Background: an optimization exercise with open tools, aiming at small area. Do not read the settings as production practice.
Function was checked by simulation only, so behaviour that the tests miss may differ from the original.
Power and IR drop assume default switching activity.

== quartz ==
## vga_scene_renderer
module vga_scene_renderer #(
    parameter int          NUM_RECTS    = 16,
    parameter int          COORD_W      = 10,
    parameter int          CEIL_Y       = 75,
    parameter int          FADE_SHIFT   = 3,
    parameter logic [23:0] BG_COLOR     = vga_scene_pkg::LIGHT_GRAY,
    parameter logic [23:0] PLAYER_COLOR = 24'h0000FF
) (
    input  logic                         clk,
    input  logic                         rst,
    input  logic [COORD_W-1:0]           x,
    input  logic [COORD_W-1:0]           y,
    input  logic                         active_pixels,
    input  logic                         frame_start,
    input  logic [COORD_W-1:0]           player_x,
    input  logic [COORD_W-1:0]           player_y,
    input  logic [COORD_W-1:0]           lava_x,
    input  logic [COORD_W-1:0]           lava_height,
    input  logic [2:0]                   game_state,
    input  logic                         wr_en,
    input  logic [$clog2(NUM_RECTS)-1:0] wr_idx,
    input  logic [COORD_W-1:0]           wr_x0,
    input  logic [COORD_W-1:0]           wr_x1,
    input  logic [COORD_W-1:0]           wr_y0,
    input  logic [COORD_W-1:0]           wr_y1,
    input  logic [23:0]                  wr_color,
  ...
Size: about 2,800 cells after synthesis, about 1,100 flip-flops, about 160 I/O pins, roughly 44,000 µm² of cells after synthesis.
Settings: LEC_CHECK=0, CAP_MARGIN=20, CORE_MARGIN=2, CORE_UTILIZATION=50, PLACE_DENSITY=0.65, SLEW_MARGIN=20; clock period 8.0 ns.
standard.sh (not shown) runs the stock make flow with config.mk's settings and CLKGATE_MAP_FILE= SYNTH_SCRIPT=/design/flow/synth_recipe.tcl, a recipe that flattens the netlist after the stock synthesis.
==> flow/flow/run.sh <==
#!/bin/bash
# Layout flow: the standard ORFS flow with three changes.
#  1. Synthesis maps the logic with an area-oriented ABC script (flow/abc_map.script);
#     everything else in synthesis, including the flip-flop mapping, is unchanged.
#  2. Ports are buffered with sky130_fd_sc_hd__buf_1 instead of the default pick.
#  3. Clock tree synthesis uses small clock buffers and no dummy loads.
# Each tool's full output stays in orfs/logs/; make's output goes to flow_make.log.
set -euo pipefail
W=$(pwd)
HERE=$(cd "$(dirname "$0")" && pwd)

rm -rf "$W/orfs_scripts"
cp -r "$FLOW_HOME/scripts" "$W/orfs_scripts"
cp "$HERE/abc_map.script" "$W/orfs_scripts/abc_speed.script"

export SCRIPTS_DIR="$W/orfs_scripts"
export BUFFER_PORTS_ARGS="-buffer_cell sky130_fd_sc_hd__buf_1"
export CTS_ARGS="-sink_clustering_enable -sink_clustering_size 16 -sink_clustering_max_diameter 80 -repair_clock_nets -dont_use_dummy_load -buf_list {sky130_fd_sc_hd__clkbuf_4 sky130_fd_sc_hd__clkbuf_8}"

bash standard.sh finish > "$W/flow_make.log" 2>&1
==> flow/flow/abc_map.script <==
strash
&get -n
&fraig -x
&put
scorr
dc2
strash
&get -n
&dch -f
&nf -a
&put
strash
&get -n
&dch -f
&nf -a
&put
The inputs of amber differ from those of quartz as listed below.
-- flow/flow/run.sh --
<<< quartz, line 16
export SCRIPTS_DIR="$W/orfs_scripts"
export BUFFER_PORTS_ARGS="-buffer_cell sky130_fd_sc_hd__buf_1"
export CTS_ARGS="-sink_clustering_enable -sink_clustering_size 16 -sink_clustering_max_diameter 80 -repair_clock_nets -dont_use_dummy_load -buf_list {sky130_fd_sc_hd__clkbuf_4 sky130_fd_sc_hd__clkbuf_8}"

bash standard.sh finish > "$W/flow_make.log" 2>&1
>>> amber, line 16
export SCRIPTS_DIR="$W/orfs_scripts"
export BUFFER_PORTS_ARGS="-buffer_cell sky130_fd_sc_hd__buf_1"
export CTS_ARGS="-sink_clustering_enable -sink_clustering_size 20 -sink_clustering_max_diameter 40 -repair_clock_nets -dont_use_dummy_load -buf_list {sky130_fd_sc_hd__clkbuf_4 sky130_fd_sc_hd__clkbuf_8}"

bash standard.sh finish > "$W/flow_make.log" 2>&1
### Flow results
- Sequential share of cell area, amber and quartz: lower on amber
- Diff quartz -> amber: worst setup slack increased by 0.050 ns relative to the old numbers; final-layout worst hold slack decreased by 0.0096 ns relative to the old numbers; first-iteration detailed-routing DRC count decreased by 143 relative to the old numbers.
- amber | status: complete | timing, DRC, antenna: pass
- Initial antenna violation count for amber: 1 down relative to quartz
## Diff of input files: xenon against amber
-- flow/flow/run.sh --
<<< amber, line 16
export SCRIPTS_DIR="$W/orfs_scripts"
export BUFFER_PORTS_ARGS="-buffer_cell sky130_fd_sc_hd__buf_1"
export CTS_ARGS="-sink_clustering_enable -sink_clustering_size 20 -sink_clustering_max_diameter 40 -repair_clock_nets -dont_use_dummy_load -buf_list {sky130_fd_sc_hd__clkbuf_4 sky130_fd_sc_hd__clkbuf_8}"

bash standard.sh finish > "$W/flow_make.log" 2>&1
>>> xenon, line 16
export SCRIPTS_DIR="$W/orfs_scripts"
export BUFFER_PORTS_ARGS="-buffer_cell sky130_fd_sc_hd__buf_1"
export CTS_ARGS="-sink_clustering_enable -sink_clustering_size 16 -sink_clustering_max_diameter 80 -repair_clock_nets -dont_use_dummy_load -buf_list {sky130_fd_sc_hd__clkbuf_4 sky130_fd_sc_hd__clkbuf_8}"

bash standard.sh finish > "$W/flow_make.log" 2>&1
-- flow/config.mk --
<<< amber, line 9
export CORE_MARGIN = 2
export CORE_UTILIZATION = 50
export PLACE_DENSITY = 0.65
export SLEW_MARGIN = 20
>>> xenon, line 9
export CORE_MARGIN = 2
export CORE_UTILIZATION = 50
export GPL_TIMING_DRIVEN = 0
export PLACE_DENSITY = 0.65
export SLEW_MARGIN = 20
### Flow results
Total power after layout improves in xenon relative to amber.
Summary of xenon over amber: headroom to the max-slew limit lower, area used by multi-input combinational logic has remained practically unchanged, final area increased about 2%, sequential share of layout area dropped 1.3 points.
xenon vs. amber: static leakage higher; final antenna diode count fell 2; minimum clock period went up; non-filler instance count after layout about even.
Re core utilization: amber was lower than xenon.
xenon went all the way through synthesis, placement and routing and the layout is clean on timing, DRC and antenna.

## port drivers added, routing unchanged
Ports are ideal in the flow. The routed layouts listed here were re-timed in OpenROAD.
Step 1, drivers: a clkbuf_16 drives clk and a buf_2 each remaining input, both assumed.
Step 2 moves the port delays by t, midway between the first and last clock arrival at a register: inputs arrive t later, outputs are due t later. That takes back most of the time a late clock gives input paths.
Three values: no drivers, after step 1, after step 2; two values: the first two.
run	t (ns)	setup WS [ns]	hold WS [ns]	worst slew at a driven data input, ns	pins driven straight from the clock port
quartz	0.770	0.877 / 0.877 / 0.842	0.457 / 0.457 / 0.457	0.16	1
amber	0.875	0.927 / 0.927 / 0.859	0.447 / 0.447 / 0.447	0.17	1
xenon	0.754	0.512 / 0.512 / 0.372	0.469 / 0.469 / 0.469	0.13	1
After both steps setup and hold are still met in every run listed. The setup slack of xenon, which loses most, moves by 0.000 ns with the drivers and by -0.140 ns with both steps.
